This design comes from an exercise in tuning for small area, a short achievable clock period and few clock cycles per item on the open sky130 flow, not from production work. RTL that was checked went through simulation tests only; none was proved equivalent to the original. No functional check of the RTL was part of runs 2 and 3.

[flow/run.sh]
#!/bin/bash
# synth_recipe.tcl (not shown) runs the flow's synth.tcl, then flattens the netlist and writes it again
# the make line also repeats each setting of config.mk as NAME=value (left out here)
make -C /OpenROAD-flow-scripts/flow DESIGN_CONFIG=/design/flow/config.mk WORK_HOME=/design/flow/orfs CLKGATE_MAP_FILE= SYNTH_SCRIPT=/design/flow/synth_recipe.tcl finish
[flow/config.mk]
export PLATFORM = sky130hd
export DESIGN_NAME = sm4Core
export DESIGN_NICKNAME = sm4Core
export VERILOG_FILES = /design/flow/design.v
export SDC_FILE = /design/flow/constraint.sdc
export NUM_CORES = 8
export LEC_CHECK = 0
export CAP_MARGIN = 20
export CORE_MARGIN = 2
export CORE_UTILIZATION = 40
export SETUP_SLACK_MARGIN = 4
export SLEW_MARGIN = 20
[flow/constraint.sdc]
create_clock -name core_clock -period 11.0 [get_ports {clk}]
set_input_delay 2.2000 -clock core_clock [delete_from_list [all_inputs] [get_ports {clk}]]
set_output_delay 2.2000 -clock core_clock [all_outputs]
set_load 0.01 [all_outputs]
[flow/design.v]
`default_nettype none
package sm4TablesPkg;
  function automatic logic [1:0] gf4Mul(input logic [1:0] a, input logic [1:0] b);
    logic hh, ll, mm;
    hh = a[1] & b[1];
    ll = a[0] & b[0];
    mm = (a[1] ^ a[0]) & (b[1] ^ b[0]);
    gf4Mul = {mm ^ ll, hh ^ ll};
  endfunction
  function automatic logic [3:0] gf16Mul(input logic [3:0] a, input logic [3:0] b, input logic [1:0] nu);
    logic [1:0] hh, ll, mm;
    hh = gf4Mul(a[3:2], b[3:2]);
    ll = gf4Mul(a[1:0], b[1:0]);
    mm = gf4Mul(a[3:2] ^ a[1:0], b[3:2] ^ b[1:0]);
    gf16Mul = {mm ^ ll, gf4Mul(hh, nu) ^ ll};
  endfunction
  function automatic logic [3:0] gf16Inv2(input logic [3:0] a);
    case (a)
      4'd0: gf16Inv2 = 4'd0;
      4'd1: gf16Inv2 = 4'd1;
      4'd2: gf16Inv2 = 4'd3;
      4'd3: gf16Inv2 = 4'd2;
      4'd4: gf16Inv2 = 4'd15;
      4'd5: gf16Inv2 = 4'd12;
      4'd6: gf16Inv2 = 4'd9;
      4'd7: gf16Inv2 = 4'd11;
      4'd8: gf16Inv2 = 4'd10;
      4'd9: gf16Inv2 = 4'd6;
      4'd10: gf16Inv2 = 4'd8;
      4'd11: gf16Inv2 = 4'd7;
      4'd12: gf16Inv2 = 4'd5;
      4'd13: gf16Inv2 = 4'd14;
      4'd14: gf16Inv2 = 4'd13;
      4'd15: gf16Inv2 = 4'd4;
      default: gf16Inv2 = 4'd0;
    endcase
  endfunction
  function automatic logic [7:0] sbox(input logic [7:0] x);
    logic [7:0] t;
    logic [7:0] v;
    logic [3:0] ah, al, d, di;
    t[0] = x[1] ^ x[2] ^ x[5];
    t[1] = x[1] ^ x[4] ^ x[5] ^ x[6] ^ 1'b1;
    t[2] = x[2] ^ x[5] ^ x[7];
    t[3] = x[3] ^ x[4] ^ 1'b1;
    t[4] = x[0] ^ x[1] ^ x[2] ^ x[4] ^ x[6];
    t[5] = x[6] ^ 1'b1;
    t[6] = x[2] ^ x[7] ^ 1'b1;
    t[7] = x[0] ^ x[1] ^ x[2] ^ x[3] ^ x[4] ^ x[5] ^ x[6] ^ 1'b1;
    ah = t[7:4];
    al = t[3:0];
    d  = gf16Mul(ah, ah, 2'd2) ;
    d  = gf16Mul(d, 4'd9, 2'd2) ^ gf16Mul(ah, al, 2'd2) ^ gf16Mul(al, al, 2'd2);
    di = gf16Inv2(d);
    v  = {gf16Mul(ah, di, 2'd2), gf16Mul(ah ^ al, di, 2'd2)};
    sbox[0] = v[0] ^ v[2] ^ v[4] ^ v[6] ^ 1'b1;
    sbox[1] = v[0] ^ v[6] ^ 1'b1;
    sbox[2] = v[1] ^ v[2] ^ v[4] ^ v[5] ^ v[6];
    sbox[3] = v[0] ^ v[4] ^ v[6] ^ v[7];
    sbox[4] = v[1] ^ v[3] ^ v[7] ^ 1'b1;
    sbox[5] = v[1] ^ v[3] ^ v[5];
    sbox[6] = v[0] ^ v[1] ^ 1'b1;
    sbox[7] = v[0] ^ v[1] ^ v[2] ^ v[3] ^ v[5] ^ 1'b1;
  endfunction
  function automatic logic [31:0] ck(input logic [4:0] i);
    case (i)
      5'd0: ck = 32'h00070e15;
      5'd1: ck = 32'h1c232a31;
      5'd2: ck = 32'h383f464d;
      5'd3: ck = 32'h545b6269;
      5'd4: ck = 32'h70777e85;
      5'd5: ck = 32'h8c939aa1;
      5'd6: ck = 32'ha8afb6bd;
      5'd7: ck = 32'hc4cbd2d9;
      5'd8: ck = 32'he0e7eef5;
      5'd9: ck = 32'hfc030a11;
      5'd10: ck = 32'h181f262d;
      5'd11: ck = 32'h343b4249;
      5'd12: ck = 32'h50575e65;
      5'd13: ck = 32'h6c737a81;
      5'd14: ck = 32'h888f969d;
      5'd15: ck = 32'ha4abb2b9;
      5'd16: ck = 32'hc0c7ced5;
      5'd17: ck = 32'hdce3eaf1;
      5'd18: ck = 32'hf8ff060d;
      5'd19: ck = 32'h141b2229;
      5'd20: ck = 32'h30373e45;
      5'd21: ck = 32'h4c535a61;
      5'd22: ck = 32'h686f767d;
      5'd23: ck = 32'h848b9299;
      5'd24: ck = 32'ha0a7aeb5;
      5'd25: ck = 32'hbcc3cad1;
      5'd26: ck = 32'hd8dfe6ed;
      5'd27: ck = 32'hf4fb0209;
      5'd28: ck = 32'h10171e25;
      5'd29: ck = 32'h2c333a41;
      5'd30: ck = 32'h484f565d;
      5'd31: ck = 32'h646b7279;
      default: ck = 32'h0;
    endcase
  endfunction
  localparam logic [127:0] FK = {
    32'ha3b1bac6,
    32'h56aa3350,
    32'h677d9197,
    32'hb27022dc
  };
  function automatic logic [31:0] rotl(input logic [31:0] w, input int unsigned n);
    rotl = (w << n) | (w >> (32 - n));
  endfunction
  function automatic logic [31:0] tauSub(input logic [31:0] a);
    tauSub = {sbox(a[31:24]), sbox(a[23:16]), sbox(a[15:8]), sbox(a[7:0])};
  endfunction
  function automatic logic [31:0] dataT(input logic [31:0] x);
    logic [31:0] b;
    b = tauSub(x);
    dataT = b ^ rotl(b, 2) ^ rotl(b, 10) ^ rotl(b, 18) ^ rotl(b, 24);
  endfunction
  function automatic logic [31:0] keyT(input logic [31:0] x);
    logic [31:0] b;
    b = tauSub(x);
    keyT = b ^ rotl(b, 13) ^ rotl(b, 23);
  endfunction
endpackage
`default_nettype wire
`default_nettype none
package sm4CorePkg;
  localparam int WORD_W  = 32;
  localparam int BLOCK_W = 128;
  localparam int ROUNDS  = 32;
  localparam int ROUND_W = 5;
endpackage
`default_nettype wire
`default_nettype none
import sm4CorePkg::*;
module sm4Core (
  input  wire logic                             clk,
  input  wire logic                             rst_n,
  input  wire logic                             start,
  input  wire logic                             decrypt,
  input  wire logic [sm4CorePkg::BLOCK_W-1:0]   key,
  input  wire logic [sm4CorePkg::BLOCK_W-1:0]   textIn,
  output logic [sm4CorePkg::BLOCK_W-1:0]        textOut,
  output logic                                  done
);
  localparam logic [ROUND_W-1:0] CNT_LAST = ROUND_W'(ROUNDS - 1);
  logic               busy;
  logic               rounds;
  logic               decMode;
  logic               valid;
  logic [ROUND_W-1:0] cnt;
  logic [ROUND_W-1:0] cntNext;
  logic               accept;
  logic               hit;
  logic               lastRound;
  logic               toRounds;
  logic               keyBack;
  logic               saveEnd;
  logic [BLOCK_W-1:0] keyIn;
  logic [BLOCK_W-1:0] kw;
  logic [BLOCK_W-1:0] ko;
  assign keyIn     = key ^ sm4TablesPkg::FK;
  assign accept    = start && !busy;
  assign hit       = valid && (keyIn == kw);
  assign lastRound = busy && rounds && (cnt == '0);
  assign toRounds  = busy && !rounds && (!decMode || cnt == CNT_LAST);
  assign keyBack   = busy && decMode && rounds;
  always_comb
  begin
    if (accept)
      cntNext = hit ? (decrypt ? CNT_LAST : ROUND_W'(1)) : '0;
    else if (!busy || lastRound)
      cntNext = '0;
    else if (rounds ? decMode : (decMode && cnt == CNT_LAST))
      cntNext = rounds ? cnt - 1'b1 : cnt;
    else
      cntNext = cnt + 1'b1;
  end
  always_ff @(posedge clk or negedge rst_n)
  begin
    if (!rst_n)
    begin
      busy    <= 1'b0;
      rounds  <= 1'b0;
      decMode <= 1'b0;
      valid   <= 1'b0;
      cnt     <= '0;
      done    <= 1'b0;
    end
    else
    begin
      done <= lastRound;
      cnt  <= cntNext;
      if (accept)
      begin
        busy    <= 1'b1;
        rounds  <= hit;
        decMode <= decrypt;
      end
      else
      begin
        if (lastRound)
        begin
          busy  <= 1'b0;
          valid <= 1'b1;
        end
        if (toRounds)
          rounds <= 1'b1;
      end
    end
  end
  logic [WORD_W-1:0] ckReg;
  always_ff @(posedge clk)
    ckReg <= sm4TablesPkg::ck(cntNext);
  logic [WORD_W-1:0] k0, k1, k2, k3;
  logic [WORD_W-1:0] tk;
  logic [WORD_W-1:0] e0, e1, e2, e3;
  logic              stepFwd;
  logic              stepBack;
  logic              encEnd;
  assign {k0, k1, k2, k3} = kw;
  assign tk = sm4TablesPkg::keyT(k1 ^ k2 ^ (keyBack ? k0 : k3) ^ ckReg);
  assign encEnd   = lastRound && !decMode;
  assign stepFwd  = (accept && hit && !decrypt) || (busy && !keyBack && !encEnd);
  assign stepBack = busy && keyBack;
  always_comb
  begin
    if (accept && !hit)
      {e0, e1, e2, e3} = keyIn;
    else if ((accept && decrypt) || encEnd)
      {e0, e1, e2, e3} = ko;
    else if (stepFwd)
      {e0, e1, e2, e3} = {k1, k2, k3, k0};
    else if (stepBack)
      {e0, e1, e2, e3} = {k3, k0, k1, k2};
    else
      {e0, e1, e2, e3} = kw;
  end
  always_ff @(posedge clk)
    kw <= {(tk & {WORD_W{stepBack}}) ^ e0, e1, e2, (tk & {WORD_W{stepFwd}}) ^ e3};
  assign saveEnd = busy && (decMode ? (rounds && cnt == CNT_LAST)
                                    : (!rounds || cnt == '0));
  always_ff @(posedge clk)
  begin
    if ((accept && hit && !decrypt) || saveEnd)
      ko <= kw;
  end
  logic [WORD_W-1:0] x0, x1, x2, x3;
  logic [WORD_W-1:0] ty;
  logic              dataRound;
  assign dataRound = busy && rounds;
  assign ty = sm4TablesPkg::dataT(x1 ^ x2 ^ x3 ^ k3);
  always_ff @(posedge clk)
  begin
    if (accept)
      {x0, x1, x2} <= textIn[127:32];
    else if (dataRound)
      {x0, x1, x2} <= {x1, x2, x3};
  end
  always_ff @(posedge clk)
    x3 <= (ty & {WORD_W{dataRound}}) ^ (accept ? textIn[31:0] : (dataRound ? x0 : x3));
  assign textOut = {x3, x2, x1, x0};
endmodule
`default_nettype wire
==> impl_metrics.xml, run 1 <==
<?xml version="1.0" encoding="UTF-8"?>
<metrics>
  <group name="synth">
    <metric name="synthesis.instances" unit="">3998</metric>
    <metric name="ys_dominant_reg_cell" unit="">sky130_fd_sc_hd__edfxtp_1</metric>
    <metric name="synthesis.nets" unit="">4342</metric>
    <metric name="synth_enable_flop_cells" unit="">288</metric>
    <metric name="yosysWarnings" unit="">1</metric>
    <metric name="largest_cells_by_area_after_synthesis" unit="">sky130_fd_sc_hd__edfxtp_1, sky130_fd_sc_hd__xnor2_1, sky130_fd_sc_hd__xor2_1, sky130_fd_sc_hd__dfxtp_1, sky130_fd_sc_hd__mux2i_1</metric>
    <metric name="syn_area" unit="sq um">38300</metric>
    <metric name="yosysTopAreaCellShare" unit="%">22.6</metric>
    <metric name="seq_area_frac_synth" unit="%">29.3</metric>
    <metric name="synth.ff_latch_count" unit="">415</metric>
    <metric name="async_reset_ff_share" unit="%">2.41</metric>
    <metric name="synth_area_per_cell" unit="sq um">9.59</metric>
    <metric name="synthDominantAreaCellType" unit="">sky130_fd_sc_hd__edfxtp_1</metric>
    <metric name="synth_cell_type_count" unit="">120</metric>
  </group>
  <group name="worst_setup_path">
    <metric name="critical_path.startpoint" unit="">busy$_DFFE_PN0P_</metric>
    <metric name="cp_data_arrival_time" unit="ns">7.44</metric>
    <metric name="path_buf_inv" unit="">7</metric>
    <metric name="critical_path.top_delay_family" unit="">XOR/XNOR gates</metric>
    <metric name="r2r-start" unit="">busy$_DFFE_PN0P_</metric>
    <metric name="crit_path_start_kind" unit="">register</metric>
    <metric name="cp_data_required_time" unit="ns">11.51</metric>
    <metric name="slowest_stage" unit="">sky130_fd_sc_hd__xnor2_1</metric>
    <metric name="timing.critical_path.slowest_cell_delay" unit="ns">0.58</metric>
    <metric name="crit_path_max_fanout" unit="">10</metric>
    <metric name="worstSetupEndpointType" unit="">register</metric>
    <metric name="worst-setup-path-type" unit="">reg2reg</metric>
  </group>
  <group name="die">
    <metric name="boundaryPins" unit="">389</metric>
    <metric name="starting_utilization_of_the_core_area" unit="%">40.3</metric>
    <metric name="vertical_extent_of_the_die" unit="um">314</metric>
    <metric name="fp-row-count" unit="">113</metric>
    <metric name="coreArea" unit="sq um">95000</metric>
    <metric name="dieWidth" unit="um">314</metric>
    <metric name="dieArea" unit="sq um">98300</metric>
  </group>
  <group name="place">
    <metric name="place.gp.congestion" unit="">0.971</metric>
    <metric name="pre_cts_ws" unit="ns">2.23</metric>
    <metric name="place_area" unit="sq um">43400</metric>
    <metric name="place.detailed.hpwl" unit="um">109000</metric>
    <metric name="place.port_buffers" unit="">388</metric>
  </group>
  <group name="cells_and_area">
    <metric name="signed_area_change_from_the_synthesized_netlist_to_the_final_layout" unit="%">26.4</metric>
    <metric name="design.final.nets" unit="">4788</metric>
    <metric name="final_cell_area" unit="sq um">48400</metric>
    <metric name="proportion_of_layout_cells_with_a_drive_suffix_above_1" unit="%">16.0</metric>
  </group>
  <group name="detailed_routing">
    <metric name="detail_route.vias_per_cell" unit="">5.77</metric>
    <metric name="routed_wire_length" unit="um">146000</metric>
    <metric name="detail_route.first_pass.iterations" unit="">10</metric>
    <metric name="wl_per_cell" unit="um">25.4</metric>
    <metric name="ant_nets" unit="">0</metric>
    <metric name="remaining_drc_errors" unit="">0</metric>
    <metric name="detailedRoute.firstIterationViolations" unit="">4023</metric>
    <metric name="vias" unit="">33200</metric>
  </group>
  <group name="timing">
    <metric name="fmax" unit="MHz">144</metric>
    <metric name="hold_violation_total_from_the_final_report" unit="">0</metric>
    <metric name="worst_pin_slew" unit="ns">0.925</metric>
    <metric name="rsz0062_at_grt" unit="">yes</metric>
    <metric name="final_worst_path_cycle_share" unit="%">62.9</metric>
    <metric name="slew_headroom" unit="%">38.3</metric>
    <metric name="report.final.slew_viol_count" unit="">0</metric>
    <metric name="finClkSkew" unit="ns">0.0772</metric>
    <metric name="finalCriticalPeriod" unit="ns">6.92</metric>
    <metric name="layout_setup_ws" unit="ns">4.08</metric>
    <metric name="number_of_endpoints_failing_setup_at_the_final_stage" unit="">0</metric>
    <metric name="tns" unit="ns">0</metric>
  </group>
  <group name="cts">
    <metric name="max_buffers_root_to_sink" unit="">3</metric>
    <metric name="cts-root-buf" unit="">sky130_fd_sc_hd__clkbuf_16</metric>
    <metric name="worst_setup_hold_path_clk_slew" unit="ns">0.06</metric>
    <metric name="numClockSinks" unit="">415</metric>
    <metric name="clk-insertion-delay-late" unit="ns">0.66</metric>
    <metric name="cts_tree" unit="">done</metric>
    <metric name="cts.htree.levels" unit="">2</metric>
    <metric name="cts_buffers" unit="">51</metric>
  </group>
  <group name="outcome">
    <metric name="status" unit="">finished clean</metric>
  </group>
  <group name="global_routing">
    <metric name="globalRoute.totalOverflow" unit="">0</metric>
    <metric name="grt_antenna_before_repair" unit="">7</metric>
    <metric name="grt_pass1_vias" unit="">30500</metric>
    <metric name="global_route_usage_sum" unit="%">28.2</metric>
    <metric name="grt_pass1_wl" unit="um">208000</metric>
    <metric name="pin_count_of_the_biggest_net_entering_global_routing" unit="">145</metric>
  </group>
  <group name="min_path">
    <metric name="hp-class" unit="">reg2reg</metric>
    <metric name="hold_start" unit="">kw[120]$_DFF_P_</metric>
  </group>
  <group name="flow_run">
    <metric name="max_cap_viols" unit="">0</metric>
  </group>
</metrics>
## worst paths after layout
kind	cells after the start	to	slack, ns
min in group asynchronous	1	cnt[4]$_DFF_PN0_	1.90
max	29	kw[100]$_DFF_P_	4.08
max in group asynchronous	1	decMode$_DFFE_PN0P_	8.72
max reg2reg	29	kw[100]$_DFF_P_	4.08
min	0	ko[120]$_DFFE_PP_	0.51
min reg2reg	0	ko[120]$_DFFE_PP_	0.51
## cell type report
cell class,count,area (sq um)
clock buffer,69,1360
antenna,4,10.0
sequential,415,11300
clock inverter,27,264
fill,8741,46600
multi-input combinational,3270,27900
inverter,120,453
tap,1265,1580
timing repair buffer,586,5570
## metrics by stage
stage	std cells	utilization [%]	hold WS (ns)
after floorplan	3998	-	0.403
after global placement	5496	45.7	0.518
after detailed placement	5496	45.7	0.514
after CTS	5661	49.1	0.511
after global routing	5754	51.0	0.539
final	5756	51.0	0.512
## synthesized netlist by cell type, types with 12 or more instances
master	instances
sky130_fd_sc_hd__and2_1	23
sky130_fd_sc_hd__nor4_1	25
sky130_fd_sc_hd__nand2b_1	28
sky130_fd_sc_hd__xnor3_1	85
sky130_fd_sc_hd__or2_2	14
sky130_fd_sc_hd__mux2_2	18
sky130_fd_sc_hd__a221oi_1	17
sky130_fd_sc_hd__o211ai_1	21
sky130_fd_sc_hd__edfxtp_1	288
sky130_fd_sc_hd__nand2_1	508
sky130_fd_sc_hd__xor2_1	279
sky130_fd_sc_hd__xnor2_1	600
sky130_fd_sc_hd__dfxtp_1	117
sky130_fd_sc_hd__o21ai_1	25
sky130_fd_sc_hd__or3_1	16
sky130_fd_sc_hd__buf_2	37
sky130_fd_sc_hd__nand4_1	13
sky130_fd_sc_hd__nor2b_1	15
sky130_fd_sc_hd__a21oi_1	200
sky130_fd_sc_hd__o22ai_1	47
sky130_fd_sc_hd__xnor2_2	57
sky130_fd_sc_hd__a31oi_1	21
sky130_fd_sc_hd__xor3_1	20
sky130_fd_sc_hd__nand3_1	47
sky130_fd_sc_hd__ha_1	84
sky130_fd_sc_hd__and3_1	19
sky130_fd_sc_hd__clkbuf_1	124
sky130_fd_sc_hd__o21ai_0	82
sky130_fd_sc_hd__xnor2_4	13
sky130_fd_sc_hd__a211oi_1	116
sky130_fd_sc_hd__a21o_1	12
sky130_fd_sc_hd__nor3_1	37
sky130_fd_sc_hd__inv_1	110
sky130_fd_sc_hd__nor2_1	278
sky130_fd_sc_hd__mux2i_1	231
sky130_fd_sc_hd__a22oi_1	22
sky130_fd_sc_hd__a222oi_1	64
sky130_fd_sc_hd__buf_1	22
## routing by layer
layer	track usage (%)	part of all wire (%)	vias to the layer above	routed length (um)
li1	-	-	15100	-
met1	39.9	42	16200	61800
met2	42.8	44	1674	65000
met3	5.09	9.1	280	13300
met4	10.6	4.3	4	6340
met5	0	0.018	-	26
## flip-flops by register name, indices dropped and copies added, names as in the netlist
signal / cells
rounds: 1
kw: 128
ko: 128
cnt: 5
x3: 32
busy: 1
decMode: 1
done: 1
valid: 1
x0: 32
x1: 32
x2: 32
ckReg: 21
## cell usage in the layout, fill, tap and decap left out, drive strengths merged, types with 28 or more instances in the layout
master         Yosys  layout
a211oi           121     121
a21oi            203     203
a222oi            64      64
buf               67     196
clkbuf           127      70
clkdlybuf4s50      0     388
dfxtp            117     117
edfxtp           288     288
ha                84      84
inv              120     121
mux2i            247     247
nand2            509     509
nand2b            28      28
nand3             47      47
nor2             280     280
nor3              38      38
o21ai            108     108
o22ai             47      47
xnor2            670     670
xnor3             88      88
xor2             288     288
## kinds of logic after synthesis
kind of cell    count (synthesis)  share of synthesized area (%)
simple gates                 1075                           12.4
mux                           271                           7.65
compound gates                762                           13.9
fa+ha+maj                      92                           2.95
buf+inv                       314                           3.38
xor+xnor                     1069                           30.4
flops                         415                           29.3
## timing repair
item | in CTS | in global routing
endpoints found under the setup margin | 97 | 97
gates resized for setup | 162 | 172
buffers inserted | 67 | 89
gates cloned | 2 | 1
hold buffers | 0 | 0
pin swaps | 46 | 65
Testbench counts, summed over its fixed seeds: cycles 55,796, blocks 1,600.
==> run 2, diff against run 1 <==
--- a/flow/design.v
+++ b/flow/design.v
@@ -157,2 +157,3 @@
   logic               keyBack;
+  logic               dataRound;
   logic               saveEnd;
@@ -166,3 +167,2 @@
   assign toRounds  = busy && !rounds && (!decMode || cnt == CNT_LAST);
-  assign keyBack   = busy && decMode && rounds;
   always_comb
@@ -188,2 +188,4 @@
       done    <= 1'b0;
+      keyBack <= 1'b0;
+      dataRound <= 1'b0;
     end
@@ -192,2 +194,5 @@
       done <= lastRound;
+      keyBack   <= accept ? (hit && decrypt)
+                          : (busy && !lastRound && decMode && (rounds || toRounds));
+      dataRound <= accept ? hit : (busy && !lastRound && (rounds || toRounds));
       cnt  <= cntNext;
@@ -249,4 +254,2 @@
   logic [WORD_W-1:0] ty;
-  logic              dataRound;
-  assign dataRound = busy && rounds;
   assign ty = sm4TablesPkg::dataT(x1 ^ x2 ^ x3 ^ k3);
==> run 2 against run 1 <==
Compared with the run above:
- highest routed layer unchanged
- via count rose by 0.43%
- still clean
- count of clock-buffer cells in the layout is the same
- first-iteration DRC count decreased by 21%
- area after synthesis rose by 0.68%
- fmax is 0.14% higher
==> impl_metrics.xml, run 2 <==
<?xml version="1.0" encoding="UTF-8"?>
<metrics>
  <group name="timing">
    <metric name="slew_headroom" unit="%">22.0</metric>
    <metric name="fmax" unit="MHz">145</metric>
    <metric name="number_of_endpoints_failing_setup_at_the_final_stage" unit="">0</metric>
    <metric name="finalCriticalPeriod" unit="ns">6.91</metric>
    <metric name="hold_violation_total_from_the_final_report" unit="">0</metric>
    <metric name="tns" unit="ns">0</metric>
    <metric name="finClkSkew" unit="ns">0.0232</metric>
    <metric name="rsz0062_at_grt" unit="">yes</metric>
    <metric name="worst_pin_slew" unit="ns">1.17</metric>
    <metric name="report.final.slew_viol_count" unit="">0</metric>
    <metric name="final_worst_path_cycle_share" unit="%">62.8</metric>
  </group>
  <group name="global_routing">
    <metric name="globalRoute.totalOverflow" unit="">0</metric>
    <metric name="global_route_usage_sum" unit="%">28.1</metric>
    <metric name="pin_count_of_the_biggest_net_entering_global_routing" unit="">95</metric>
    <metric name="grt_pass1_wl" unit="um">209000</metric>
    <metric name="grt_pass1_vias" unit="">30900</metric>
    <metric name="globalRouteMet1Util" unit="%">36.6</metric>
    <metric name="top_usage_layer" unit="">met2</metric>
    <metric name="gr-usage-met2" unit="%">45.3</metric>
    <metric name="grt_antenna_before_repair" unit="">8</metric>
    <metric name="grt_use_met3" unit="%">5.47</metric>
  </group>
  <group name="flow_run">
    <metric name="max_cap_viols" unit="">0</metric>
  </group>
  <group name="detailed_routing">
    <metric name="remaining_drc_errors" unit="">0</metric>
    <metric name="routed_wire_length" unit="um">146000</metric>
    <metric name="detail_route.vias_per_cell" unit="">5.65</metric>
    <metric name="detail_route.first_pass.iterations" unit="">7</metric>
    <metric name="wl_per_cell" unit="um">24.6</metric>
    <metric name="vias" unit="">33400</metric>
    <metric name="detailedRoute.firstIterationViolations" unit="">3162</metric>
    <metric name="ant_nets" unit="">0</metric>
  </group>
  <group name="synth">
    <metric name="largest_cells_by_area_after_synthesis" unit="">sky130_fd_sc_hd__edfxtp_1, sky130_fd_sc_hd__xnor2_1, sky130_fd_sc_hd__nand2_1, sky130_fd_sc_hd__xnor3_1, sky130_fd_sc_hd__dfxtp_1</metric>
    <metric name="ys_dominant_reg_cell" unit="">sky130_fd_sc_hd__edfxtp_1</metric>
    <metric name="synth_area_per_cell" unit="sq um">9.35</metric>
    <metric name="synthDominantAreaCellType" unit="">sky130_fd_sc_hd__edfxtp_1</metric>
    <metric name="post_synth_most_frequent_cells" unit="">sky130_fd_sc_hd__nand2_1, sky130_fd_sc_hd__xnor2_1, sky130_fd_sc_hd__edfxtp_1</metric>
    <metric name="syn_area" unit="sq um">38600</metric>
    <metric name="synth.ff_latch_count" unit="">417</metric>
    <metric name="synth_enable_flop_cells" unit="">288</metric>
    <metric name="yosysTopAreaCellShare" unit="%">22.4</metric>
    <metric name="yosysWarnings" unit="">1</metric>
    <metric name="seq_area_frac_synth" unit="%">29.3</metric>
    <metric name="synthesis.nets" unit="">4473</metric>
    <metric name="synthesis.instances" unit="">4125</metric>
    <metric name="async_reset_ff_share" unit="%">2.88</metric>
    <metric name="synth_cell_type_count" unit="">117</metric>
    <metric name="synth_most_common_cell" unit="">sky130_fd_sc_hd__nand2_1</metric>
  </group>
  <group name="die">
    <metric name="starting_utilization_of_the_core_area" unit="%">40.5</metric>
    <metric name="vertical_extent_of_the_die" unit="um">315</metric>
    <metric name="coreArea" unit="sq um">95300</metric>
    <metric name="dieArea" unit="sq um">99000</metric>
    <metric name="fp-row-count" unit="">113</metric>
    <metric name="dieWidth" unit="um">315</metric>
    <metric name="boundaryPins" unit="">389</metric>
  </group>
  <group name="cts">
    <metric name="cts_tree" unit="">done</metric>
    <metric name="worst_setup_hold_path_clk_slew" unit="ns">0.06</metric>
    <metric name="numClockSinks" unit="">417</metric>
    <metric name="cts_buffers" unit="">51</metric>
    <metric name="cts-root-buf" unit="">sky130_fd_sc_hd__clkbuf_16</metric>
    <metric name="max_buffers_root_to_sink" unit="">3</metric>
    <metric name="clk-insertion-delay-late" unit="ns">0.63</metric>
    <metric name="cts.htree.levels" unit="">2</metric>
    <metric name="holdBufCountCts" unit="">0</metric>
  </group>
  <group name="cells_and_area">
    <metric name="layout.cells.most_common" unit="">sky130_fd_sc_hd__nand2_1</metric>
    <metric name="most-common-layout-cells" unit="">sky130_fd_sc_hd__nand2_1, sky130_fd_sc_hd__xnor2_1, sky130_fd_sc_hd__clkdlybuf4s50_1</metric>
    <metric name="design.final.nets" unit="">4941</metric>
    <metric name="signed_area_change_from_the_synthesized_netlist_to_the_final_layout" unit="%">28.1</metric>
    <metric name="finish.cell_count_without_fillers" unit="">5907</metric>
    <metric name="reg_top3" unit="">ko: 128 flops, kw: 128 flops</metric>
    <metric name="final_cell_area" unit="sq um">49400</metric>
    <metric name="proportion_of_layout_cells_with_a_drive_suffix_above_1" unit="%">17.3</metric>
    <metric name="multiInputGateArea" unit="sq um">28500</metric>
    <metric name="num-fill-cells" unit="">8708</metric>
    <metric name="sequential_cell_area" unit="sq um">11300</metric>
    <metric name="post_route_core_utilization" unit="%">51.9</metric>
  </group>
  <group name="worst_setup_path">
    <metric name="worst-setup-path-type" unit="">in2reg</metric>
    <metric name="r2r-start" unit="">keyBack$_DFF_PN0_</metric>
    <metric name="cp_data_required_time" unit="ns">11.50</metric>
    <metric name="crit_path_start_kind" unit="">primary input</metric>
    <metric name="timing.rr.end" unit="">kw[15]$_DFF_P_</metric>
    <metric name="cp_data_arrival_time" unit="ns">7.41</metric>
    <metric name="worstSetupEndpointType" unit="">register</metric>
    <metric name="ff2ff_setup_slack" unit="ns">4.12</metric>
    <metric name="rr_worst_depth" unit="">26</metric>
    <metric name="crit_path_max_fanout" unit="">53</metric>
  </group>
  <group name="place">
    <metric name="place.detailed.hpwl" unit="um">108000</metric>
    <metric name="place.port_buffers" unit="">388</metric>
    <metric name="place.gp.congestion" unit="">1.00</metric>
    <metric name="place_area" unit="sq um">43400</metric>
    <metric name="number_of_instances_in_the_placed_design" unit="">5594</metric>
  </group>
  <group name="min_path">
    <metric name="whs_endpoint" unit="">ko[42]$_DFFE_PP_</metric>
    <metric name="hp-class" unit="">reg2reg</metric>
    <metric name="whs_path_depth" unit="">0</metric>
    <metric name="hold_start" unit="">kw[42]$_DFFE_PP_</metric>
  </group>
  <group name="outcome">
    <metric name="status" unit="">finished clean</metric>
  </group>
</metrics>
-- run 2: how the worst max path moves through the flow --
stage	startpoint	endpoint	depth (start not counted)
2_1_floorplan	x2[25]$_DFFE_PP_	x3[4]$_DFF_P_	28
4_1_cts	keyBack$_DFF_PN0_	kw[111]$_DFF_P_	23
3_3_place_gp	kw[25]$_DFF_P_	x3[29]$_DFF_P_	26
5_1_grt	keyBack$_DFF_PN0_	kw[111]$_DFF_P_	24
3_5_place_dp	kw[25]$_DFF_P_	x3[29]$_DFF_P_	26
6_report	key[30]	kw[22]$_DFF_P_	18
-- run 2: timing repair --
action                     4_1_cts  5_1_grt
setup endpoints to repair      152       96
pin swaps                       57      117
gates resized for setup        206      201
cloned                           2        0
buffers inserted                76      133
-- run 2: critical path: stages --
cell and delay, ns:
sky130_fd_sc_hd__clkdlybuf4s50_1 0.53, sky130_fd_sc_hd__xnor2_1 0.33, sky130_fd_sc_hd__nand4_1 0.35, sky130_fd_sc_hd__nor4_1 0.84, sky130_fd_sc_hd__nand4_1 0.31, sky130_fd_sc_hd__nor4_2 0.37, sky130_fd_sc_hd__buf_4 0.22, sky130_fd_sc_hd__nand2_1 0.08
sky130_fd_sc_hd__or2_2 0.39, sky130_fd_sc_hd__nand2_8 0.26, sky130_fd_sc_hd__buf_12 0.30, sky130_fd_sc_hd__buf_12 0.30, sky130_fd_sc_hd__a21oi_1 0.07, sky130_fd_sc_hd__a21oi_1 0.12, sky130_fd_sc_hd__nor2_1 0.05, sky130_fd_sc_hd__a211oi_1 0.26
sky130_fd_sc_hd__a21oi_1 0.16, sky130_fd_sc_hd__xor2_1 0.24
-- run 2: cell families (layout without fill, tap and decap cells) --
family / Yosys count / count (layout) / synth area share, %
simple gates: 1201 / 1201 / 13.5
flops: 417 / 417 / 29.3
buf+inv: 334 / 843 / 3.62
mux: 176 / 177 / 4.88
other cells: 0 / 7 / 0
fa+ha+maj: 93 / 93 / 2.98
compound gates: 846 / 846 / 14.4
xor+xnor: 1058 / 1058 / 31.4
-- run 2: final cells by class --
class / count / share of cell area, %
Sequential cell: 417 / 23.0
Multi-Input combinational cell: 3375 / 57.7
Tap cell: 1265 / 3.20
Antenna cell: 7 / 0.0354
Clock inverter: 26 / 0.499
Inverter: 120 / 0.914
Timing Repair Buffer: 628 / 11.8
Clock buffer: 69 / 2.82
-- run 2: layer usage --
| layer | wire length (um) | part of all wire [%] | vias up |
|---|---|---|---|
| met5 | 53 | 0.036 | - |
| met4 | 7640 | 5.2 | 6 |
| met3 | 13200 | 9.1 | 302 |
| met2 | 67200 | 46 | 1466 |
| met1 | 57500 | 39 | 16200 |
| li1 | - | - | 15400 |
-- run 2: per-stage QoR --
stage	setup WS [ns]	hold slack [ns]
finish	4.09	0.497
floorplan	4.02	0.403
global placement	2.24	0.462
detailed placement	2.20	0.481
global route	3.90	0.516
CTS	3.91	0.494
==> run 3, diff against run 2 <==
--- a/flow/config.mk
+++ b/flow/config.mk
@@ -10,3 +10,4 @@
 export CORE_UTILIZATION = 40
-export SETUP_SLACK_MARGIN = 4
+export SETUP_SLACK_MARGIN = 5
 export SLEW_MARGIN = 20
+export TNS_END_PERCENT = 0
==> run 3 against run 2 <==
Compared with the run above:
- still clean on timing, DRC and antenna
- clock skew increased by 0.0044 ns
- global-route usage is 1.4 points higher
- wire length rose by 4.8%
- largest cell class unchanged
==> impl_metrics.xml, run 3 <==
<?xml version="1.0" encoding="UTF-8"?>
<metrics>
  <group name="outcome">
    <metric name="status" unit="">finished clean</metric>
  </group>
  <group name="cts">
    <metric name="clk-insertion-delay-late" unit="ns">0.65</metric>
    <metric name="cts.htree.levels" unit="">2</metric>
    <metric name="cts_buffers" unit="">51</metric>
    <metric name="max_buffers_root_to_sink" unit="">3</metric>
    <metric name="cts-root-buf" unit="">sky130_fd_sc_hd__clkbuf_16</metric>
    <metric name="numClockSinks" unit="">417</metric>
    <metric name="cts_tree" unit="">done</metric>
    <metric name="worst_setup_hold_path_clk_slew" unit="ns">0.06</metric>
  </group>
  <group name="worst_setup_path">
    <metric name="crit_path_max_fanout" unit="">59</metric>
    <metric name="worst-setup-path-type" unit="">in2reg</metric>
    <metric name="slowest_stage" unit="">sky130_fd_sc_hd__clkdlybuf4s50_1</metric>
    <metric name="timing.critical_path.mode_cell" unit="">sky130_fd_sc_hd__a21oi_1</metric>
    <metric name="cp_data_required_time" unit="ns">11.51</metric>
    <metric name="path_cells" unit="">clkdlybuf4s50_1 -&gt; o221ai_1 -&gt; a2111oi_1 -&gt; nand3_1 -&gt; or4_1 -&gt; nor4_2 -&gt; buf_4 -&gt; nand2_1 -&gt; or2_2 -&gt; nand2_4 -&gt; buf_8 -&gt; a21oi_1 -&gt; a21oi_1 -&gt; nor2_1 -&gt; a211oi_1 -&gt; a21oi_1 -&gt; xor2_1</metric>
    <metric name="path_buf_inv" unit="">3</metric>
    <metric name="crit_path_start_kind" unit="">primary input</metric>
    <metric name="worstSetupEndpointType" unit="">register</metric>
    <metric name="cp_data_arrival_time" unit="ns">7.17</metric>
    <metric name="timing.critical_path.slowest_cell_delay" unit="ns">0.75</metric>
    <metric name="critical_path.top_delay_family" unit="">simple AND/OR/NAND/NOR gates</metric>
  </group>
  <group name="synth">
    <metric name="post_synth_most_frequent_cells" unit="">sky130_fd_sc_hd__nand2_1, sky130_fd_sc_hd__xnor2_1, sky130_fd_sc_hd__edfxtp_1</metric>
    <metric name="ys_dominant_reg_cell" unit="">sky130_fd_sc_hd__edfxtp_1</metric>
    <metric name="syn_area" unit="sq um">38600</metric>
    <metric name="synthesis.instances" unit="">4125</metric>
    <metric name="synth_most_common_cell" unit="">sky130_fd_sc_hd__nand2_1</metric>
    <metric name="synth_cell_type_count" unit="">117</metric>
    <metric name="synth.ff_latch_count" unit="">417</metric>
    <metric name="yosysWarnings" unit="">1</metric>
    <metric name="synthDominantAreaCellType" unit="">sky130_fd_sc_hd__edfxtp_1</metric>
    <metric name="async_reset_ff_share" unit="%">2.88</metric>
    <metric name="synthesis.nets" unit="">4473</metric>
    <metric name="yosysTopAreaCellShare" unit="%">22.4</metric>
    <metric name="largest_cells_by_area_after_synthesis" unit="">sky130_fd_sc_hd__edfxtp_1, sky130_fd_sc_hd__xnor2_1, sky130_fd_sc_hd__nand2_1, sky130_fd_sc_hd__xnor3_1, sky130_fd_sc_hd__dfxtp_1</metric>
    <metric name="synth_area_per_cell" unit="sq um">9.35</metric>
    <metric name="synth_enable_flop_cells" unit="">288</metric>
    <metric name="seq_area_frac_synth" unit="%">29.3</metric>
  </group>
  <group name="global_routing">
    <metric name="global_route_usage_sum" unit="%">29.5</metric>
    <metric name="globalRoute.totalOverflow" unit="">0</metric>
    <metric name="grt_pass1_wl" unit="um">217000</metric>
    <metric name="pin_count_of_the_biggest_net_entering_global_routing" unit="">208</metric>
    <metric name="grt_pass1_vias" unit="">31700</metric>
    <metric name="grt_antenna_before_repair" unit="">5</metric>
  </group>
  <group name="die">
    <metric name="dieWidth" unit="um">315</metric>
    <metric name="fp-row-count" unit="">113</metric>
    <metric name="vertical_extent_of_the_die" unit="um">315</metric>
    <metric name="boundaryPins" unit="">389</metric>
    <metric name="starting_utilization_of_the_core_area" unit="%">40.5</metric>
    <metric name="coreArea" unit="sq um">95300</metric>
    <metric name="dieArea" unit="sq um">99000</metric>
  </group>
  <group name="timing">
    <metric name="slew_headroom" unit="%">17.7</metric>
    <metric name="hold_violation_total_from_the_final_report" unit="">0</metric>
    <metric name="rsz0062_at_grt" unit="">yes</metric>
    <metric name="report.final.slew_viol_count" unit="">0</metric>
    <metric name="tns" unit="ns">0</metric>
    <metric name="final_worst_path_cycle_share" unit="%">60.5</metric>
    <metric name="number_of_endpoints_failing_setup_at_the_final_stage" unit="">0</metric>
    <metric name="worst_pin_slew" unit="ns">1.23</metric>
    <metric name="finClkSkew" unit="ns">0.0276</metric>
    <metric name="finalCriticalPeriod" unit="ns">6.66</metric>
    <metric name="fmax" unit="MHz">150</metric>
  </group>
  <group name="cells_and_area">
    <metric name="sequential_cell_area" unit="sq um">11300</metric>
    <metric name="most-common-layout-cells" unit="">sky130_fd_sc_hd__nand2_1, sky130_fd_sc_hd__xnor2_1, sky130_fd_sc_hd__clkdlybuf4s50_1</metric>
    <metric name="design.final.nets" unit="">5021</metric>
    <metric name="layout.cells.most_common" unit="">sky130_fd_sc_hd__nand2_1</metric>
    <metric name="multiInputGateArea" unit="sq um">29500</metric>
    <metric name="proportion_of_layout_cells_with_a_drive_suffix_above_1" unit="%">20.8</metric>
    <metric name="signed_area_change_from_the_synthesized_netlist_to_the_final_layout" unit="%">32.6</metric>
    <metric name="num-fill-cells" unit="">8300</metric>
    <metric name="reg_top3" unit="">ko: 128 flops, kw: 128 flops</metric>
  </group>
  <group name="detailed_routing">
    <metric name="detail_route.vias_per_cell" unit="">5.73</metric>
    <metric name="vias" unit="">34300</metric>
    <metric name="routed_wire_length" unit="um">153000</metric>
    <metric name="detailedRoute.firstIterationViolations" unit="">3655</metric>
    <metric name="ant_nets" unit="">0</metric>
    <metric name="remaining_drc_errors" unit="">0</metric>
    <metric name="detail_route.first_pass.iterations" unit="">7</metric>
    <metric name="wl_per_cell" unit="um">25.5</metric>
  </group>
  <group name="place">
    <metric name="place.detailed.hpwl" unit="um">112000</metric>
    <metric name="place.gp.congestion" unit="">0.975</metric>
    <metric name="place.port_buffers" unit="">388</metric>
  </group>
  <group name="min_path">
    <metric name="hp-class" unit="">reg2reg</metric>
  </group>
  <group name="flow_run">
    <metric name="max_cap_viols" unit="">0</metric>
  </group>
</metrics>
## run 3: cell counts after synthesis
No cell type changed its count.
## run 3: cells by family after synthesis
logic type / share of synthesized area (%)
buffers and inverters: 3.62
XOR/XNOR: 31.4
adder cells (fa/ha/maj): 2.98
flip-flops: 29.3
AND/OR/NAND/NOR: 13.5
AO/OA/AOI/OAI: 14.4
multiplexers: 4.88
## run 3: what timing repair did
item	CTS	global route
endpoints found under the setup margin	306	308
gates resized for setup	378	119
pin swaps	147	97
setup buffers	194	97
hold buffers	0	0
hold endpoints to repair	0	0
## run 3: metrics by stage
step,cells,hold WS [ns],cell area [sq um],utilization [%],setup WS (ns)
2_1_floorplan,4125,0.403,38900,-,4.71
3_3_place_gp,5594,0.457,43800,45.9,2.85
3_5_place_dp,5594,0.481,43800,45.9,2.82
4_1_cts,5884,0.485,49600,52.1,4.43
5_1_grt,5981,0.506,51200,53.7,4.09
6_report,5982,0.501,51200,53.7,4.34
## run 3: final timing paths
| path | start | endpoint | slack [ns] | depth (start not counted) |
|---|---|---|---|---|
| max | key[26] | kw[28]$_DFF_P_ | 4.34 | 17 |
| min | kw[42]$_DFFE_PP_ | ko[42]$_DFFE_PP_ | 0.50 | 0 |
| max reg2reg | keyBack$_DFF_PN0_ | kw[15]$_DFF_P_ | 4.35 | 25 |
| min reg2reg | kw[42]$_DFFE_PP_ | ko[42]$_DFFE_PP_ | 0.50 | 0 |
| max in group asynchronous | rst_n | keyBack$_DFF_PN0_ | 8.57 | 1 |
| min in group asynchronous | rst_n | valid$_DFFE_PN0P_ | 1.97 | 1 |
## run 3: metal layers
layer	global-route usage [%]	vias to the layer above	part of all wire, %
met5	0	-	0.024
met3	5.27	342	8.6
met2	46.6	1686	46
li1	-	15500	-
met4	13.9	6	5.5
met1	39.2	16700	40
## run 3: cell type report
type | count | area share (%)
clock inverters | 26 | 0.467
repair buffers | 709 | 12.8
diodes | 1 | 0.00489
well taps | 1265 | 3.09
inverters | 120 | 0.888
multi-input cells | 3374 | 57.6
flip-flops and latches | 417 | 22.2
clock buffers | 70 | 2.94
==> run 4, diff against run 3 <==
--- a/flow/design.v
+++ b/flow/design.v
@@ -157,3 +157,2 @@
   logic               keyBack;
-  logic               dataRound;
   logic               saveEnd;
@@ -167,2 +166,3 @@
   assign toRounds  = busy && !rounds && (!decMode || cnt == CNT_LAST);
+  assign keyBack   = busy && decMode && rounds;
   always_comb
@@ -188,4 +188,2 @@
       done    <= 1'b0;
-      keyBack <= 1'b0;
-      dataRound <= 1'b0;
     end
@@ -194,5 +192,2 @@
       done <= lastRound;
-      keyBack   <= accept ? (hit && decrypt)
-                          : (busy && !lastRound && decMode && (rounds || toRounds));
-      dataRound <= accept ? hit : (busy && !lastRound && (rounds || toRounds));
       cnt  <= cntNext;
@@ -254,2 +249,4 @@
   logic [WORD_W-1:0] ty;
+  logic              dataRound;
+  assign dataRound = busy && rounds;
   assign ty = sm4TablesPkg::dataT(x1 ^ x2 ^ x3 ^ k3);
==> flow/flow/run.sh (new file) <==
#!/bin/bash
# Own layout flow: the standard flow (standard.sh), with
#  - synthesis as standard.sh does it, except for the ABC mapping script
#    (flow/abc.script) used for the logic between the registers;
#  - the ORFS knobs in flow/knobs.txt added to the layout's make call.
# Registers, their names and cells are the standard synthesis's: the
# flip-flops are mapped before ABC runs and ABC does not touch them.
# Each tool's full output goes to a log file of its own in this folder.
set -euo pipefail
here=$(pwd)
fdir=$here/flow

# synthesis script: synth_recipe.tcl with ORFS's synth.tcl swapped for a copy
# whose abc call uses flow/abc.script.
sed "s#^  log_cmd abc {\*}\$abc_args#  set abc_args [lreplace \$abc_args 1 1 $fdir/abc.script]\n  log_cmd abc {*}\$abc_args#" \
  "$FLOW_HOME/scripts/synth.tcl" > "$here/own_synth.tcl"
grep -q "abc.script" "$here/own_synth.tcl"
sed "s#\$::env(SCRIPTS_DIR)/synth.tcl#$here/own_synth.tcl#" "$here/synth_recipe.tcl" > "$here/own_synth_recipe.tcl"
grep -q "own_synth.tcl" "$here/own_synth_recipe.tcl"

knobs=()
if [[ -f $fdir/knobs.txt ]]; then
  while IFS= read -r line; do
    [[ -n "$line" && "$line" != \#* ]] && knobs+=("$line")
  done < "$fdir/knobs.txt"
fi

bash standard.sh "SYNTH_SCRIPT=$here/own_synth_recipe.tcl" synth > "$here/synth.log" 2>&1
bash standard.sh "SYNTH_SCRIPT=$here/own_synth_recipe.tcl" "${knobs[@]}" finish > "$here/layout.log" 2>&1
test -f "$here/out/final.def"
==> flow/flow/abc.script (new file) <==
&get -n
&st
&dch
&nf
&st
&syn2
&if -g -K 6
&synch2
&nf
&st
&syn2
&if -g -K 6
&synch2
&nf
&st
&syn2
&if -g -K 6
&synch2
&nf
&st
&syn2
&if -g -K 6
&synch2
&nf
&st
&syn2
&if -g -K 6
&synch2
&nf
&put
buffer -c
topo
stime -c
upsize -c
dnsize -c
==> flow/flow/knobs.txt (new file) <==
BUFFER_PORTS_ARGS=-buffer_cell sky130_fd_sc_hd__buf_1
==> flow/standard.sh (new file) <==
#!/bin/bash
# synth_recipe.tcl (not shown) runs the flow's synth.tcl, then flattens the netlist and writes it again
# the make line also repeats each setting of config.mk as NAME=value (left out here)
make -C /OpenROAD-flow-scripts/flow DESIGN_CONFIG=/design/flow/config.mk WORK_HOME=/design/flow/orfs CLKGATE_MAP_FILE= SYNTH_SCRIPT=/design/flow/synth_recipe.tcl "${@:-finish}"
--- a/flow/config.mk
+++ b/flow/config.mk
@@ -9,3 +9,4 @@
 export CORE_MARGIN = 2
-export CORE_UTILIZATION = 40
+export CORE_UTILIZATION = 60
+export PLACE_DENSITY = 0.75
 export SETUP_SLACK_MARGIN = 5
removed: flow/run.sh
==> run 4 against run 3 <==
Compared with the run above:
- count of clock-buffer cells in the layout shrank 6
- worst hold slack gained 0.030 ns
- non-clock buffer count shrank 25
- synthesized cell count shrank 3.1%
- via count grew 4.5%
- flip-flop and latch count shrank 2
- critical endpoint is now x3[1]$_DFF_P_
==> impl_metrics.xml, run 4 <==
<?xml version="1.0" encoding="UTF-8"?>
<metrics>
  <group name="outcome">
    <metric name="status" unit="">finished clean</metric>
  </group>
  <group name="timing">
    <metric name="hold_violation_total_from_the_final_report" unit="">0</metric>
    <metric name="report.final.slew_viol_count" unit="">0</metric>
    <metric name="tns" unit="ns">0</metric>
    <metric name="finalCriticalPeriod" unit="ns">6.72</metric>
    <metric name="number_of_endpoints_failing_setup_at_the_final_stage" unit="">0</metric>
    <metric name="worst_pin_slew" unit="ns">1.15</metric>
    <metric name="fmax" unit="MHz">149</metric>
    <metric name="final_worst_path_cycle_share" unit="%">61.1</metric>
    <metric name="finClkSkew" unit="ns">0.0907</metric>
    <metric name="rsz0062_at_grt" unit="">yes</metric>
    <metric name="slew_headroom" unit="%">22.4</metric>
    <metric name="whs" unit="ns">0.531</metric>
  </group>
  <group name="cells_and_area">
    <metric name="finish.cell_count_without_fillers" unit="">5430</metric>
    <metric name="reg_top3" unit="">ko: 128 flops, kw: 128 flops</metric>
    <metric name="signed_area_change_from_the_synthesized_netlist_to_the_final_layout" unit="%">24.0</metric>
    <metric name="design.final.nets" unit="">4884</metric>
    <metric name="layout.cells.most_common" unit="">sky130_fd_sc_hd__nand2_1</metric>
    <metric name="most-common-layout-cells" unit="">sky130_fd_sc_hd__nand2_1, sky130_fd_sc_hd__xnor2_1, sky130_fd_sc_hd__buf_1</metric>
    <metric name="num-fill-cells" unit="">4134</metric>
    <metric name="proportion_of_layout_cells_with_a_drive_suffix_above_1" unit="%">20.8</metric>
    <metric name="post_route_core_utilization" unit="%">75.3</metric>
  </group>
  <group name="worst_setup_path">
    <metric name="crit_path_start_kind" unit="">register</metric>
    <metric name="cp_data_arrival_time" unit="ns">7.21</metric>
    <metric name="cp_data_required_time" unit="ns">11.49</metric>
    <metric name="slowest_stage" unit="">sky130_fd_sc_hd__xnor3_2</metric>
    <metric name="worstSetupEndpointType" unit="">register</metric>
    <metric name="r2r-start" unit="">x2[10]$_DFFE_PP_</metric>
    <metric name="timing.critical_path.slowest_cell_delay" unit="ns">0.55</metric>
    <metric name="timing.critical_path.mode_cell" unit="">sky130_fd_sc_hd__xnor2_1</metric>
    <metric name="critical_path.startpoint" unit="">x2[10]$_DFFE_PP_</metric>
    <metric name="crit_path_max_fanout" unit="">9</metric>
    <metric name="worst-setup-path-type" unit="">reg2reg</metric>
    <metric name="path_buf_inv" unit="">3</metric>
    <metric name="critical_path.top_delay_family" unit="">XOR/XNOR gates</metric>
  </group>
  <group name="synth">
    <metric name="yosysTopAreaCellShare" unit="%">22.6</metric>
    <metric name="ys_dominant_reg_cell" unit="">sky130_fd_sc_hd__edfxtp_1</metric>
    <metric name="synth.ff_latch_count" unit="">415</metric>
    <metric name="seq_area_frac_synth" unit="%">29.3</metric>
    <metric name="synthesis.nets" unit="">4342</metric>
    <metric name="synth_cell_type_count" unit="">120</metric>
    <metric name="post_synth_most_frequent_cells" unit="">sky130_fd_sc_hd__xnor2_1, sky130_fd_sc_hd__nand2_1, sky130_fd_sc_hd__edfxtp_1</metric>
    <metric name="synth_enable_flop_cells" unit="">288</metric>
    <metric name="largest_cells_by_area_after_synthesis" unit="">sky130_fd_sc_hd__edfxtp_1, sky130_fd_sc_hd__xnor2_1, sky130_fd_sc_hd__xor2_1, sky130_fd_sc_hd__dfxtp_1, sky130_fd_sc_hd__mux2i_1</metric>
    <metric name="synthDominantAreaCellType" unit="">sky130_fd_sc_hd__edfxtp_1</metric>
    <metric name="synthesis.instances" unit="">3998</metric>
    <metric name="syn_area" unit="sq um">38300</metric>
    <metric name="synth_area_per_cell" unit="sq um">9.59</metric>
    <metric name="synth_most_common_cell" unit="">sky130_fd_sc_hd__xnor2_1</metric>
    <metric name="yosysWarnings" unit="">1</metric>
    <metric name="async_reset_ff_share" unit="%">2.41</metric>
  </group>
  <group name="flow_run">
    <metric name="max_cap_viols" unit="">0</metric>
  </group>
  <group name="die">
    <metric name="coreArea" unit="sq um">63100</metric>
    <metric name="boundaryPins" unit="">389</metric>
    <metric name="fp-row-count" unit="">92</metric>
    <metric name="starting_utilization_of_the_core_area" unit="%">60.8</metric>
    <metric name="vertical_extent_of_the_die" unit="um">257</metric>
    <metric name="dieArea" unit="sq um">65900</metric>
    <metric name="dieWidth" unit="um">257</metric>
  </group>
  <group name="cts">
    <metric name="cts_tree" unit="">done</metric>
    <metric name="holdBufCountCts" unit="">0</metric>
    <metric name="clk-insertion-delay-late" unit="ns">0.65</metric>
    <metric name="cts.htree.levels" unit="">2</metric>
    <metric name="max_buffers_root_to_sink" unit="">3</metric>
    <metric name="numClockSinks" unit="">415</metric>
    <metric name="worst_setup_hold_path_clk_slew" unit="ns">0.07</metric>
    <metric name="cts_buffers" unit="">47</metric>
    <metric name="cts-root-buf" unit="">sky130_fd_sc_hd__clkbuf_16</metric>
  </group>
  <group name="detailed_routing">
    <metric name="routed_wire_length" unit="um">146000</metric>
    <metric name="detail_route.vias_per_cell" unit="">6.59</metric>
    <metric name="wl_per_cell" unit="um">26.9</metric>
    <metric name="detailedRoute.firstIterationViolations" unit="">5977</metric>
    <metric name="remaining_drc_errors" unit="">0</metric>
    <metric name="detail_route.first_pass.iterations" unit="">13</metric>
    <metric name="vias" unit="">35800</metric>
    <metric name="ant_nets" unit="">0</metric>
  </group>
  <group name="min_path">
    <metric name="hold_start" unit="">x3[30]$_DFF_P_</metric>
    <metric name="hp-class" unit="">reg2reg</metric>
  </group>
  <group name="global_routing">
    <metric name="pin_count_of_the_biggest_net_entering_global_routing" unit="">194</metric>
    <metric name="grt_pass1_wl" unit="um">210000</metric>
    <metric name="grt_pass1_vias" unit="">33200</metric>
    <metric name="globalRoute.totalOverflow" unit="">0</metric>
    <metric name="grt_antenna_before_repair" unit="">8</metric>
    <metric name="global_route_usage_sum" unit="%">41.7</metric>
  </group>
  <group name="place">
    <metric name="place.gp.congestion" unit="">1.04</metric>
    <metric name="number_of_instances_in_the_placed_design" unit="">5066</metric>
    <metric name="place.port_buffers" unit="">388</metric>
    <metric name="place.detailed.hpwl" unit="um">98300</metric>
  </group>
</metrics>
run 4: cell types whose count changed in the layout (fill, tap and decap cells not counted), moves of 59 or more:
cell,change
sky130_fd_sc_hd__o21ai_0,-98
sky130_fd_sc_hd__a211oi_1,+63
sky130_fd_sc_hd__a221o_1,-59
sky130_fd_sc_hd__clkdlybuf4s50_1,-388
sky130_fd_sc_hd__nand2_1,-183
sky130_fd_sc_hd__a21oi_1,-63
sky130_fd_sc_hd__mux2i_1,+88
sky130_fd_sc_hd__a222oi_1,+64
sky130_fd_sc_hd__buf_1,+388
run 4: area by class of cell:
class	instances	area, sq um	share of cell area [%]
inverter	120	457	0.961
tap	846	1060	2.23
antenna	5	12.5	0.0263
clock inverter	24	342	0.719
sequential	415	11300	23.8
multi-input combinational	3272	29000	61.0
timing repair buffer	684	4080	8.59
clock buffer	64	1300	2.74
run 4: worst paths after layout:
path	cells after the start	end	slack, ns
worst max-delay path	26	x3[1]$_DFF_P_	4.28
worst min-delay path	2	x3[30]$_DFF_P_	0.53
worst max register to register	26	x3[1]$_DFF_P_	4.28
worst min register to register	2	x3[30]$_DFF_P_	0.53
max in group asynchronous	1	decMode$_DFFE_PN0P_	8.88
min in group asynchronous	1	cnt[2]$_DFF_PN0_	1.61
run 4: worst register-to-register path: stages, from the launching register on:
cell and delay [ns]:
sky130_fd_sc_hd__edfxtp_1 0.49, sky130_fd_sc_hd__xnor2_2 0.33, sky130_fd_sc_hd__xnor2_2 0.20, sky130_fd_sc_hd__buf_4 0.20, sky130_fd_sc_hd__nand2b_1 0.17, sky130_fd_sc_hd__nand2_1 0.16
sky130_fd_sc_hd__inv_2 0.20, sky130_fd_sc_hd__xor2_1 0.20, sky130_fd_sc_hd__ha_1 0.19, sky130_fd_sc_hd__xnor2_1 0.08, sky130_fd_sc_hd__xnor2_1 0.26, sky130_fd_sc_hd__xnor2_1 0.23
sky130_fd_sc_hd__xnor2_1 0.20, sky130_fd_sc_hd__xor2_2 0.27, sky130_fd_sc_hd__inv_1 0.15, sky130_fd_sc_hd__ha_1 0.24, sky130_fd_sc_hd__o2111ai_4 0.35, sky130_fd_sc_hd__nand2_2 0.14
sky130_fd_sc_hd__xnor2_1 0.20, sky130_fd_sc_hd__or3_1 0.43, sky130_fd_sc_hd__a31oi_4 0.26, sky130_fd_sc_hd__xnor2_2 0.19, sky130_fd_sc_hd__xnor3_2 0.55, sky130_fd_sc_hd__xnor2_1 0.26
sky130_fd_sc_hd__xnor2_1 0.15, sky130_fd_sc_hd__xnor2_2 0.32, sky130_fd_sc_hd__o21ai_0 0.15
run 4: timing repair:
action | CTS | global route
setup endpoints to repair | 260 | 253
buffers inserted | 197 | 65
resized for setup | 412 | 116
pin swaps | 181 | 102
gates cloned | 8 | 0
run 4: stage by stage:
stage | setup WS (ns) | cell area, sq um
floorplan | 3.83 | 38300
global placement | 2.72 | 40300
detailed placement | 2.38 | 40300
CTS | 4.63 | 46300
global route | 4.09 | 47500
finish | 4.28 | 47500
run 4: cells by family after synthesis:
kind of cell	after synthesis	synth area share (%)
buffers and inverters	314	3.38
AO/OA/AOI/OAI	762	13.9
AND/OR/NAND/NOR	1075	12.4
multiplexers	271	7.65
flip-flops	415	29.3
adder cells (fa/ha/maj)	92	2.95
XOR/XNOR	1069	30.4
run 4: per-layer routing:
metal	track usage, %	vias up	routed length, um
met5	0	-	35
met1	54.7	17100	52100
li1	-	15300	-
met4	24.2	6	10900
met2	62.7	2790	63800
met3	10.6	652	19400
Testbench counts of run 4, summed over its fixed seeds: cycles 55,796, blocks 1,600.
==> run 5, diff against run 4 <==
--- a/flow/config.mk
+++ b/flow/config.mk
@@ -10,3 +10,2 @@
 export CORE_UTILIZATION = 60
-export PLACE_DENSITY = 0.75
 export SETUP_SLACK_MARGIN = 5
==> run 5 against run 4 <==
Compared with the run above:
- cell area is 1.1% lower
- utilization is 0.80 points lower
- worst hold slack better by 0.026 ns
- synthesized cell count stayed put
- sequential share of layout area is 0.26 points higher
- clock skew is 0.069 ns lower
- area after synthesis stayed put
- register-to-register slack better by 0.11 ns
- via count is 4.5% lower
- critical path type is now in2reg
- largest cell class unchanged
==> impl_metrics.xml, run 5 <==
<?xml version="1.0" encoding="UTF-8"?>
<metrics>
  <group name="outcome">
    <metric name="status" unit="">finished clean</metric>
  </group>
  <group name="synth">
    <metric name="seq_area_frac_synth" unit="%">29.3</metric>
    <metric name="largest_cells_by_area_after_synthesis" unit="">sky130_fd_sc_hd__edfxtp_1, sky130_fd_sc_hd__xnor2_1, sky130_fd_sc_hd__xor2_1, sky130_fd_sc_hd__dfxtp_1, sky130_fd_sc_hd__mux2i_1</metric>
    <metric name="ys_dominant_reg_cell" unit="">sky130_fd_sc_hd__edfxtp_1</metric>
    <metric name="synth_most_common_cell" unit="">sky130_fd_sc_hd__xnor2_1</metric>
    <metric name="yosysTopAreaCellShare" unit="%">22.6</metric>
    <metric name="yosysWarnings" unit="">1</metric>
    <metric name="async_reset_ff_share" unit="%">2.41</metric>
    <metric name="dominant_combinational_cell_family_by_area_after_synthesis" unit="">XOR/XNOR gates</metric>
    <metric name="synth_cell_type_count" unit="">120</metric>
    <metric name="synthAdderAreaFrac" unit="%">2.95</metric>
    <metric name="yosys.area_share.simple" unit="%">12.4</metric>
    <metric name="syn_area" unit="sq um">38300</metric>
  </group>
  <group name="timing">
    <metric name="rsz0062_at_grt" unit="">yes</metric>
    <metric name="report.final.slew_viol_count" unit="">0</metric>
    <metric name="finClkSkew" unit="ns">0.0214</metric>
    <metric name="final_worst_path_cycle_share" unit="%">60.2</metric>
    <metric name="finalCriticalPeriod" unit="ns">6.63</metric>
    <metric name="hold_violation_total_from_the_final_report" unit="">0</metric>
    <metric name="fmax" unit="MHz">151</metric>
  </group>
  <group name="detailed_routing">
    <metric name="route.layer.met1.wl" unit="um">55100</metric>
    <metric name="ant_nets" unit="">0</metric>
    <metric name="remaining_drc_errors" unit="">0</metric>
    <metric name="top_layer" unit="">met5</metric>
    <metric name="detail_route.vias_per_cell" unit="">6.34</metric>
    <metric name="detail_route.first_pass.iterations" unit="">9</metric>
    <metric name="routed_wire_length" unit="um">141000</metric>
    <metric name="wl_per_cell" unit="um">26.1</metric>
    <metric name="detailedRoute.firstIterationViolations" unit="">4909</metric>
    <metric name="routed-wl-met3" unit="um">16700</metric>
    <metric name="vias" unit="">34200</metric>
  </group>
  <group name="place">
    <metric name="place.port_buffers" unit="">388</metric>
    <metric name="place.gp.congestion" unit="">1.00</metric>
    <metric name="place.detailed.hpwl" unit="um">100000</metric>
    <metric name="place_area" unit="sq um">40400</metric>
    <metric name="number_of_instances_in_the_placed_design" unit="">5072</metric>
  </group>
  <group name="worst_setup_path">
    <metric name="slowest_stage" unit="">sky130_fd_sc_hd__buf_1</metric>
    <metric name="cp_data_arrival_time" unit="ns">7.14</metric>
    <metric name="crit_path_start_kind" unit="">primary input</metric>
    <metric name="worstSetupEndpointType" unit="">register</metric>
    <metric name="timing.critical_path.slowest_cell_delay" unit="ns">0.48</metric>
    <metric name="ff2ff_setup_slack" unit="ns">4.39</metric>
  </group>
  <group name="global_routing">
    <metric name="grt_antenna_before_repair" unit="">5</metric>
    <metric name="pin_count_of_the_biggest_net_entering_global_routing" unit="">192</metric>
    <metric name="globalRoute.totalOverflow" unit="">0</metric>
    <metric name="global_route_usage_sum" unit="%">41.3</metric>
  </group>
  <group name="die">
    <metric name="dieArea" unit="sq um">65900</metric>
    <metric name="vertical_extent_of_the_die" unit="um">257</metric>
    <metric name="fp-row-count" unit="">92</metric>
    <metric name="boundaryPins" unit="">389</metric>
    <metric name="coreArea" unit="sq um">63100</metric>
  </group>
  <group name="cells_and_area">
    <metric name="signed_area_change_from_the_synthesized_netlist_to_the_final_layout" unit="%">22.7</metric>
    <metric name="most-common-layout-cells" unit="">sky130_fd_sc_hd__nand2_1, sky130_fd_sc_hd__xnor2_1, sky130_fd_sc_hd__buf_1</metric>
    <metric name="proportion_of_layout_cells_with_a_drive_suffix_above_1" unit="%">20.0</metric>
    <metric name="design.final.nets" unit="">4852</metric>
    <metric name="final_cell_area" unit="sq um">47000</metric>
    <metric name="post_route_core_utilization" unit="%">74.5</metric>
    <metric name="finish.cell_count_without_fillers" unit="">5395</metric>
  </group>
  <group name="cts">
    <metric name="numClockSinks" unit="">415</metric>
    <metric name="cts.htree.levels" unit="">2</metric>
    <metric name="worst_setup_hold_path_clk_slew" unit="ns">0.07</metric>
    <metric name="cts_buffers" unit="">46</metric>
    <metric name="clk-insertion-delay-late" unit="ns">0.62</metric>
    <metric name="cts-root-buf" unit="">sky130_fd_sc_hd__clkbuf_16</metric>
    <metric name="cts_tree" unit="">done</metric>
    <metric name="max_buffers_root_to_sink" unit="">3</metric>
  </group>
</metrics>
## run 5: logic make-up after synthesis
group,after synthesis
XOR/XNOR,1069
AO/OA/AOI/OAI,762
AND/OR/NAND/NOR,1075
flip-flops,415
multiplexers,271
buffers and inverters,314
adder cells (fa/ha/maj),92
## run 5: area by class of cell
type                            instances  area (sq um)
Timing Repair Buffer                  652          3740
Antenna cell                            3          7.51
Sequential cell                       415         11300
Multi-Input combinational cell       3273         28700
Clock buffer                           67          1460
Tap cell                              846          1060
Inverter                              120           453
Clock inverter                         19           259
Fill cell                            4603         16100
## run 5: through the flow
step           hold WS (ns)  setup slack (ns)
2_1_floorplan         0.403              3.83
3_3_place_gp          0.526              2.34
3_5_place_dp          0.533              2.13
4_1_cts               0.549              4.63
5_1_grt               0.571              4.14
6_report              0.557              4.37
## run 5: critical path: cells and delay by family
| kind | cells | cell delay, ns |
|---|---|---|
| AOI/OAI and AO/OA | 6 | 1.27 |
| and+or+nand+nor | 8 | 1.80 |
| xor gates and xnor gates | 1 | 0.24 |
| buffers and inverters | 4 | 1.31 |
| muxes | 1 | 0.26 |
## run 5: worst paths after layout
kind                       depth (start not counted)            from          endpoint
setup / recovery                                  20         key[52]    kw[12]$_DFF_P_
hold / removal                                     2  x3[19]$_DFF_P_    x3[19]$_DFF_P_
setup reg to reg                                  25  kw[21]$_DFF_P_    x3[17]$_DFF_P_
hold reg to reg                                    2  x3[19]$_DFF_P_    x3[19]$_DFF_P_
max in group asynchronous                          1           rst_n  busy$_DFFE_PN0P_
min in group asynchronous                          1           rst_n  cnt[1]$_DFF_PN0_
## run 5: what timing repair did
action / in CTS / in global routing
setup endpoints to repair: 221 / 222
gates cloned: 8 / 0
resized for setup: 416 / 68
buffers inserted: 199 / 27
pin swaps: 191 / 62
## run 5: routing by layer
layer | global-route usage [%] | vias to the layer above
li1 | - | 15200
met1 | 57.3 | 16500
met2 | 61.7 | 2168
met3 | 9.30 | 361
met4 | 18.5 | 4
met5 | 0 | -

==> afterwards: timing with drivers on the ports <==
No port has a modelled driver above. Below, the same layouts with a new extraction and two added sets of constraints.
Step 1, drivers: a clkbuf_16 drives clk and a buf_2 each remaining input, both assumed.
Step 2 also shifts input and output timing later by t, the mid clock arrival at the registers, as if the neighbouring blocks saw the same clock.
Three values: no drivers, after step 1, after step 2; two values: the first two.
| run | shift t [ns] | slack for setup (ns) | worst setup path at the end |
|---|---|---|---|
| run 1 | 0.686 | 4.079 / 4.079 / 3.460 | input to register |
| run 2 | 0.692 | 4.089 / 4.121 / 3.441 | input to register |
| run 3 | 0.702 | 4.341 / 4.349 / 3.669 | input to register |
| run 4 | 0.667 | 4.283 / 4.283 / 3.726 | input to register |
| run 5 | 0.671 | 4.374 / 4.390 / 3.732 | input to register |
After both steps setup and hold are still met in every run listed. For run 3, which loses most, drivers alone change the setup slack by +0.008 ns; drivers and shift together by -0.672 ns.
